What follows belongs to an exercise in optimizing a design on an open flow for small area; a production flow would make more cautious choices. At most, simulation tests tie the RTL to the original design; equivalence was not proved. Power is estimated from default activity; no workload was simulated.

// core_top
module core_top (
    input  wire        clk,
    input  wire        rst,
    output wire        imem_req_valid,
    input  wire        imem_req_ready,
    output wire [63:0] imem_req_addr,
    input  wire        imem_rsp_valid,
    output wire        imem_rsp_ready,
    input  wire [63:0] imem_rsp_rdata,
    output wire        dmem_req_valid,
    input  wire        dmem_req_ready,
    output wire [63:0] dmem_req_addr,
    output wire        dmem_req_we,
    output wire [63:0] dmem_req_wdata,
    input  wire        dmem_rsp_valid,
    output wire        dmem_rsp_ready,
    input  wire [63:0] dmem_rsp_rdata,
    output wire        retire_valid,
    output wire [63:0] retire_pc,
    output wire [4:0]  retire_rd,
    output wire        retire_rd_we,
    output wire [63:0] retire_rd_data
);
For scale: about 6200 cells after synthesis, roughly 0.072 mm² of cells after synthesis.
Settings: LEC_CHECK=0, CAP_MARGIN=20, CORE_MARGIN=2, CORE_UTILIZATION=55, CTS_CLUSTER_DIAMETER=120, CTS_CLUSTER_SIZE=25, SETUP_SLACK_MARGIN=0.2, SLEW_MARGIN=20, SYNTH_HIERARCHICAL=1, SYNTH_MINIMUM_KEEP_SIZE=0; clock period 7.0 ns.
standard.sh (not shown) runs the stock make flow with config.mk's settings and CLKGATE_MAP_FILE= SYNTH_SCRIPT=/design/flow/synth_recipe.tcl, a recipe that flattens the netlist after the stock synthesis.
==> flow/flow/run.sh <==
#!/bin/bash
# The standard layout (the standard.sh, ORFS from synthesis to the final
# layout) with these changes:
#  - the buffers that buffer_ports puts on every input and output port are
#    sky130_fd_sc_hd__buf_1 instead of the cell it picks by default;
#  - clock tree synthesis inserts no dummy loads.
# The full make output goes to standard.log in this folder; ORFS's own
# per-step logs are under orfs/logs.
set -euo pipefail
here=$(pwd)
bash standard.sh \
  "SYNTH_SCRIPT=$here/flow/synth.tcl" \
  "BUFFER_PORTS_ARGS=-buffer_cell sky130_fd_sc_hd__buf_1" \
  "CTS_ARGS=-sink_clustering_enable -repair_clock_nets -sink_clustering_size 25 -sink_clustering_max_diameter 120 -dont_use_dummy_load" \
  finish > standard.log 2>&1
==> flow/flow/area.abc <==
strash
dch
map -a
topo
==> flow/flow/speed.abc <==
&get -n
&st
&dch
&nf
&st
&syn2
&if -g -K 6
&synch2
&nf
&st
&syn2
&if -g -K 6
&synch2
&nf
&st
&syn2
&if -g -K 6
&synch2
&nf
&st
&syn2
&if -g -K 6
&synch2
&nf
&st
&syn2
&if -g -K 6
&synch2
&nf
&put
==> flow/flow/synth.tcl <==
proc synth {args} { yosys synth -nofsm -noshare {*}$args }
set ::area_abc [file join [file dirname [info script]] area.abc]
set ::speed_abc [file join [file dirname [info script]] speed.abc]
proc with_script {script arglist} {
  set a {}
  set skip 0
  foreach x $arglist {
    if {$skip} { lappend a $script; set skip 0; continue }
    if {$x eq "-script"} { lappend a $x; set skip 1; continue }
    lappend a $x
  }
  return $a
}
proc abc {args} {
  yosys abc {*}[with_script $::area_abc $args] rf_ring pc_upper
  yosys abc {*}[with_script $::speed_abc $args] core_top reg_file rf_port_a rf_port_b execute_stage fetch_stage writeback_stage
}
source $::env(SCRIPTS_DIR)/synth.tcl
# left out here: clear keep_hierarchy, flatten, clean up, hide names made inside functions, write 1_2_yosys.v
The baseline went through all stages and came out clean.
==> next run, changes <==
--- a/flow/design.v
+++ b/flow/design.v
@@ -211,31 +211,24 @@
     reg  [1:0]  ph;      
     reg         clr;     
     reg         act;     
     reg         ldw;     
     reg         irv;     
     reg  [31:7] ir;      
     reg  [2:0]  cls;     
     reg  [63:2] pc;      
     reg         nf;      
     reg         drop;    
     reg         guess;   
     reg         xd;      
-    reg         rt;      
-    reg         rval;    
-    reg  [4:0]  rrd;
-    reg         rwe;
-    reg  [20:2] opc;     
-    reg         nh;      
-    reg         ns;      
     reg         tk;      
     reg         dpend;   
     reg  [2:0]  dout;    
     reg         carry;
     reg         eqacc;
     reg  [63:0] rr;      
     reg  [63:0] ww;      
     wire ph0 = (ph == 2'd0);
     wire ph3 = (ph == 2'd3);
     wire [2:0]  f3     = ir[14:12];
     wire [4:0]  rd     = ir[11:7];
     wire [4:0]  rs1    = ir[19:15];
@@ -326,122 +319,114 @@
     wire        lo_c;
     wire        jump = irv && guess;
     fetch_stage u_pcadd (
         .pc   (pc[20:2]),
         .inc  (irv),
         .jump (jump),
         .off  (joff),
         .lo   (lo),
         .c    (lo_c)
     );
     wire        sgn  = jump && joff[18];
     wire        hchg = lo_c != sgn;         
-    wire        skip = irv && hchg && !rt;
+    wire        skip = irv && hchg;
     wire tk_now   = end_fin ? taken : tk;
     wire mis      = is_br && (tk_now != guess);
     wire done     = irv && (end_fin || xd || !known);
     wire store_ok = !is_sd || !dmem_req_valid || dmem_req_ready;
     wire fetched  = nf || skip;    
     wire adv_any  = done && fetched && store_ok;
-    wire advance  = adv_any && !mis && !rt;
+    wire advance  = adv_any && !mis;
     wire fixup    = done && fetched && mis;
     wire [63:21] hi;
     pc_upper u_pchi (
-        .go (rt && nh),
-        .dn (ns),
+        .go (advance && hchg),
+        .dn (sgn),
         .h  (pc[63:21]),
         .y  (hi)
     );
     wire [63:2] pc_d = {hi, advance ? lo : pc[20:2]};
     wire ld_ir = (!irv || advance) && nf && !drop && imem_rsp_valid;
     wire [31:0] nxt = pc_d[2] ? imem_rsp_rdata[63:32] : imem_rsp_rdata[31:0];
     wire [2:0]  nf3 = nxt[14:12];
     wire [2:0]  nxt_cls =
         (nxt[6:0] == 7'b0110011 && (nf3 == 3'b000 || nf3 == 3'b100 || nf3[2:1] == 2'b11)) ? C_OP :
         (nxt[6:0] == 7'b0010011 && nf3 == 3'b000) ? C_ADDI :
         (nxt[6:0] == 7'b0000011 && nf3 == 3'b011) ? C_LD :
         (nxt[6:0] == 7'b0100011 && nf3 == 3'b011) ? C_SD :
         (nxt[6:0] == 7'b1100011 && nf3[2:1] == 2'b00) ? C_BR :
         (nxt[6:0] == 7'b1101111) ? C_JAL : C_NONE;
-    assign imem_req_valid = !nf && !hchg && !(rt && nh);
+    assign imem_req_valid = !nf && !hchg;
     assign imem_req_addr  = {pc[63:21], lo[18:1], 3'b000};
     assign imem_rsp_ready = drop || ((!irv || adv_any) && nf);
     wire byp = end_rnd;
     assign dmem_req_valid = dpend || mem_iss;
     assign dmem_req_we    = is_sd;
     wire [15:0] addr3;
     writeback_stage u_addr3 (
         .a   (a_rf),
         .sgn (imm12[11]),
         .c   (carry),
         .y   (addr3)
     );
     assign dmem_req_addr  = {byp ? addr3 : rr[63:48], rr[47:0]};
     assign dmem_req_wdata = {byp ? b_rf : ww[63:48], ww[47:0]};
     assign dmem_rsp_ready = !(ldw && !dpend && dout == 3'd1) || (end_rnd && ldw);
-    assign retire_valid   = rt && rval;
-    assign retire_pc      = {pc[63:21], opc, 2'b00};
-    assign retire_rd      = rrd;
-    assign retire_rd_we   = rwe;
-    assign retire_rd_data = rr;
+    assign retire_valid   = end_fin;
+    assign retire_pc      = pcx;
+    assign retire_rd      = rd;
+    assign retire_rd_we   = writes;
+    assign retire_rd_data = {res, rr[47:0]};
     wire dfire  = dmem_req_valid && dmem_req_ready;
     wire drfire = dmem_rsp_valid && dmem_rsp_ready;
     always @(posedge clk or posedge rst) begin
         if (rst) begin
             ph    <= 2'd0;
             clr   <= 1'b1;
             act   <= 1'b0;
             ldw   <= 1'b0;
             irv   <= 1'b0;
             pc    <= 62'd0;
             nf    <= 1'b0;
             drop  <= 1'b0;
             xd    <= 1'b0;
-            rt    <= 1'b0;
             dpend <= 1'b0;
             dout  <= 3'd0;
         end else begin
             ph    <= ph + 2'd1;
             if (ph3) clr <= 1'b0;
             act   <= run && !ph3;
             if (end_rnd) ldw <= !ldw && is_ld;
             pc    <= pc_d;
             if (ld_ir) irv <= 1'b1;
             else if (advance) irv <= 1'b0;
             if (imem_req_valid && imem_req_ready) nf <= 1'b1;
             if (ld_ir || fixup) nf <= 1'b0;
             if (fixup) drop <= nf && !imem_rsp_valid;   
             else if (imem_rsp_valid) drop <= 1'b0;
-            rt    <= advance;
             if (advance) xd <= 1'b0;
             else if (end_fin || fixup) xd <= 1'b1;
             dpend <= dmem_req_valid && !dmem_req_ready;
             dout  <= dout + {2'd0, dfire} - {2'd0, drfire};
         end
     end
     always @(posedge clk) begin
         if (ld_ir) begin
             ir    <= nxt[31:7];
             cls   <= nxt_cls;
             guess <= (nxt_cls == C_JAL) || (nxt_cls == C_BR && nxt[12]);
         end else if (fixup) begin
             guess <= !guess;
         end
         if (end_fin) tk <= taken;
-        rval <= known;
-        rrd  <= rd;
-        rwe  <= writes;
-        opc  <= pc[20:2];
-        nh   <= hchg;
-        ns   <= sgn;
         carry <= cout;
         eqacc <= (ph0 || eqacc) && (a_rf == b_rf);
         if (run) begin
             case (ph)
                 2'd0:    begin rr[15:0]  <= res; ww[15:0]  <= b_rf; end
                 2'd1:    begin rr[31:16] <= res; ww[31:16] <= b_rf; end
                 2'd2:    begin rr[47:32] <= res; ww[47:32] <= b_rf; end
                 default: begin rr[63:48] <= res; ww[63:48] <= b_rf; end
             endcase
         end
     end
 endmodule
With this change the flow completed, yet does not pass: setup timing.
Non-clock buffer count climbs by 484.
Wire length grows by 6.2%.
Cell area rose by 7.6%.
Area after synthesis fell by 0.59%.
Fmax decreases by 8.1%.
Setup slack is worse by 0.60 ns.
Clock power came out lower by about 1%.
Sequential share of layout area decreases by 5.2 points.
Final cell count rose by 5.0%.
Core utilization rose by 5.1 points.
Flip-flop and latch count came out lower by 29.
Total power climbs by 9.6%.
Via count came out higher by 6.1%.
For the second run of this note, only the layout was checked, not whether the RTL still works.

========
before:
Another version of the RTL of core_top (not shown whole).
For scale: roughly 6,300 cells after synthesis, roughly 73,000 µm² of cells after synthesis.
==> flow/config.mk <==
export PLATFORM = sky130hd
export DESIGN_NAME = core_top
export DESIGN_NICKNAME = core_top
export VERILOG_FILES = /design/flow/design.v
export SDC_FILE = /design/flow/constraint.sdc
export NUM_CORES = 8
export LEC_CHECK = 0
export CAP_MARGIN = 20
export CORE_MARGIN = 2
export CORE_UTILIZATION = 55
export CTS_CLUSTER_DIAMETER = 120
export CTS_CLUSTER_SIZE = 25
export SETUP_SLACK_MARGIN = 0.2
export SLEW_MARGIN = 20
export SYNTH_HIERARCHICAL = 1
export SYNTH_MINIMUM_KEEP_SIZE = 0
==> flow/constraint.sdc <==
create_clock -name core_clock -period 7.0 [get_ports {clk}]
set_input_delay 1.4000 -clock core_clock [delete_from_list [all_inputs] [get_ports {clk}]]
set_output_delay 1.4000 -clock core_clock [all_outputs]
set_load 0.01 [all_outputs]
==> flow/flow/synth.tcl <==
proc synth {args} { yosys synth -nofsm -noshare {*}$args }
set ::area_abc [file join [file dirname [info script]] area.abc]
proc abc {args} {
  set a {}
  set skip 0
  foreach x $args {
    if {$skip} { lappend a $::area_abc; set skip 0; continue }
    if {$x eq "-script"} { lappend a $x; set skip 1; continue }
    lappend a $x
  }
  yosys abc {*}$a rf_ring pc_upper
  yosys abc {*}$args core_top reg_file rf_port_a rf_port_b execute_stage fetch_stage writeback_stage
}
source $::env(SCRIPTS_DIR)/synth.tcl
# left out here: clear keep_hierarchy, flatten, clean up, hide names made inside functions, write 1_2_yosys.v
Scripts as last shown in full above: flow/flow/run.sh, flow/flow/area.abc
What after does differently from before at the input level:
--- a/flow/design.v
+++ b/flow/design.v
@@ -222,21 +222,20 @@
     reg         xd;      
     reg         rt;      
     reg         rval;    
     reg  [4:0]  rrd;
     reg         rwe;
     reg  [20:2] opc;     
     reg         nh;      
     reg         ns;      
     reg         tk;      
     reg         dpend;   
-    reg         dwe;     
     reg  [2:0]  dout;    
     reg         carry;
     reg         eqacc;
     reg  [63:0] rr;      
     reg  [63:0] ww;      
     wire ph0 = (ph == 2'd0);
     wire ph3 = (ph == 2'd3);
     wire [2:0]  f3     = ir[14:12];
     wire [4:0]  rd     = ir[11:7];
     wire [4:0]  rs1    = ir[19:15];
@@ -309,47 +308,47 @@
         .op   (aop),
         .y    (alu),
         .cout (cout)
     );
     wire [15:0] res = alu;
     assign wd  = clr ? 16'd0 : res;
     assign wen = run && (ldw || (writes && !is_ld));
     wire eq    = eqacc && (a_rf == b_rf);
     wire taken = f3[0] ? !eq : eq;
     wire ld_rsp = !dpend && dout == 3'd1 && dmem_rsp_valid;
-    wire start  = !clr && irv && !xd && (!dpend || dmem_req_ready) && (ldw ? ld_rsp : known);
+    wire start  = !clr && irv && !xd && !dpend && (ldw ? ld_rsp : known);
     assign run  = ph0 ? start : act;
     wire end_rnd = run && ph3;
     wire end_fin = end_rnd && (ldw || !is_ld);    
-    wire ld_iss  = end_rnd && !ldw && is_ld;
-    wire st_iss  = end_rnd && is_sd;
+    wire mem_iss = end_rnd && !ldw && (is_ld || is_sd);
     wire [18:0] joff = is_jal ? {ir[31], ir[19:12], ir[20], ir[30:22]}
                               : {{9{ir[31]}}, ir[7], ir[30:25], ir[11:9]};
     wire [18:0] lo;
     wire        lo_c;
     wire        jump = irv && guess;
     fetch_stage u_pcadd (
         .pc   (pc[20:2]),
         .inc  (irv),
         .jump (jump),
         .off  (joff),
         .lo   (lo),
         .c    (lo_c)
     );
     wire        sgn  = jump && joff[18];
     wire        hchg = lo_c != sgn;         
     wire        skip = irv && hchg && !rt;
     wire tk_now   = end_fin ? taken : tk;
     wire mis      = is_br && (tk_now != guess);
     wire done     = irv && (end_fin || xd || !known);
+    wire store_ok = !is_sd || !dmem_req_valid || dmem_req_ready;
     wire fetched  = nf || skip;    
-    wire adv_any  = done && fetched;
+    wire adv_any  = done && fetched && store_ok;
     wire advance  = adv_any && !mis && !rt;
     wire fixup    = done && fetched && mis;
     wire [63:21] hi;
     pc_upper u_pchi (
         .go (rt && nh),
         .dn (ns),
         .h  (pc[63:21]),
         .y  (hi)
     );
     wire [63:2] pc_d = {hi, advance ? lo : pc[20:2]};
@@ -359,31 +358,32 @@
     wire [2:0]  nxt_cls =
         (nxt[6:0] == 7'b0110011 && (nf3 == 3'b000 || nf3 == 3'b100 || nf3[2:1] == 2'b11)) ? C_OP :
         (nxt[6:0] == 7'b0010011 && nf3 == 3'b000) ? C_ADDI :
         (nxt[6:0] == 7'b0000011 && nf3 == 3'b011) ? C_LD :
         (nxt[6:0] == 7'b0100011 && nf3 == 3'b011) ? C_SD :
         (nxt[6:0] == 7'b1100011 && nf3[2:1] == 2'b00) ? C_BR :
         (nxt[6:0] == 7'b1101111) ? C_JAL : C_NONE;
     assign imem_req_valid = !nf && !hchg && !(rt && nh);
     assign imem_req_addr  = {pc[63:21], lo[18:1], 3'b000};
     assign imem_rsp_ready = drop || ((!irv || adv_any) && nf);
-    assign dmem_req_valid = dpend || ld_iss;
-    assign dmem_req_we    = dpend && dwe;
+    wire byp = end_rnd;
+    assign dmem_req_valid = dpend || mem_iss;
+    assign dmem_req_we    = is_sd;
     wire [15:0] addr3;
     writeback_stage u_addr3 (
         .a   (a_rf),
         .sgn (imm12[11]),
         .c   (carry),
         .y   (addr3)
     );
-    assign dmem_req_addr  = {ld_iss ? addr3 : rr[63:48], rr[47:0]};
-    assign dmem_req_wdata = ww;
+    assign dmem_req_addr  = {byp ? addr3 : rr[63:48], rr[47:0]};
+    assign dmem_req_wdata = {byp ? b_rf : ww[63:48], ww[47:0]};
     assign dmem_rsp_ready = !(ldw && !dpend && dout == 3'd1) || (end_rnd && ldw);
     assign retire_valid   = rt && rval;
     assign retire_pc      = {pc[63:21], opc, 2'b00};
     assign retire_rd      = rrd;
     assign retire_rd_we   = rwe;
     assign retire_rd_data = rr;
     wire dfire  = dmem_req_valid && dmem_req_ready;
     wire drfire = dmem_rsp_valid && dmem_rsp_ready;
     always @(posedge clk or posedge rst) begin
         if (rst) begin
@@ -391,39 +391,37 @@
             clr   <= 1'b1;
             act   <= 1'b0;
             ldw   <= 1'b0;
             irv   <= 1'b0;
             pc    <= 62'd0;
             nf    <= 1'b0;
             drop  <= 1'b0;
             xd    <= 1'b0;
             rt    <= 1'b0;
             dpend <= 1'b0;
-            dwe   <= 1'b0;
             dout  <= 3'd0;
         end else begin
             ph    <= ph + 2'd1;
             if (ph3) clr <= 1'b0;
             act   <= run && !ph3;
             if (end_rnd) ldw <= !ldw && is_ld;
             pc    <= pc_d;
             if (ld_ir) irv <= 1'b1;
             else if (advance) irv <= 1'b0;
             if (imem_req_valid && imem_req_ready) nf <= 1'b1;
             if (ld_ir || fixup) nf <= 1'b0;
             if (fixup) drop <= nf && !imem_rsp_valid;   
             else if (imem_rsp_valid) drop <= 1'b0;
             rt    <= advance;
             if (advance) xd <= 1'b0;
             else if (end_fin || fixup) xd <= 1'b1;
-            dpend <= (dmem_req_valid && !dmem_req_ready) || st_iss;
-            dwe   <= (dwe && dpend && !dmem_req_ready) || st_iss;
+            dpend <= dmem_req_valid && !dmem_req_ready;
             dout  <= dout + {2'd0, dfire} - {2'd0, drfire};
         end
     end
     always @(posedge clk) begin
         if (ld_ir) begin
             ir    <= nxt[31:7];
             cls   <= nxt_cls;
             guess <= (nxt_cls == C_JAL) || (nxt_cls == C_BR && nxt[12]);
         end else if (fixup) begin
             guess <= !guess;
[summary]
after ended with every stage complete and zero timing, DRC or antenna violations.
Looking at number of antenna violations at the first check in global routing, after sits 5 lower than before does.
Of before and after, the run reporting the higher setup slack after placement was before.
| area taken by multi-input logic gates | before vs after | ≈ equal |
Looking only at layout-stage area growth over the synthesis result, and setting everything else aside, the lower value of before and after goes to after.
There was hardly any difference in TritonCTS sink count between after and before.
after against before: register-to-register path setup slack shows a reduction of 0.13 ns; net switching power figure saw an increase; total non-filler cell area in the finished layout held steady.
Function not checked in before: the RTL went through the layout flow alone.

afterwards: timing with drivers on the ports:
In the flow no input, the clock included, has a driving cell. The finished layouts below were timed again as built, in two steps. Step 1 (the two cells are an assumption about what drives the block):
set clk [get_ports {clk}]
set_driving_cell -lib_cell sky130_fd_sc_hd__clkbuf_16 $clk
set_driving_cell -lib_cell sky130_fd_sc_hd__buf_2 [delete_from_list [all_inputs] $clk]
Step 2 times the ports against the registers' clock, not the clock port: input delays grow and output delays shrink by t, the midpoint of the rising clock arrivals with the driver on. Slacks: no drivers / after step 1 / after step 2; pairs: no drivers / after step 1.
| run | shift t [ns] | slack for setup (ns) | worst hold slack (ns) | worst setup path at the end | cell pins on the clock port's net |
|---|---|---|---|---|---|
| the first run of note 1 | 0.773 | 0.268 / 0.193 / 0.475 | 0.264 / 0.264 / 0.264 | register to register | 1 |
| the second run of note 1 | 0.792 | -0.329 / -0.412 / -0.149 | 0.276 / 0.276 / 0.276 | register to register | 1 |
| before | 0.796 | 0.362 / 0.284 / 0.471 | 0.279 / 0.279 / 0.279 | register to register | 1 |
| after | 0.809 | 0.299 / 0.217 / 0.340 | 0.292 / 0.292 / 0.292 | register to register | 1 |
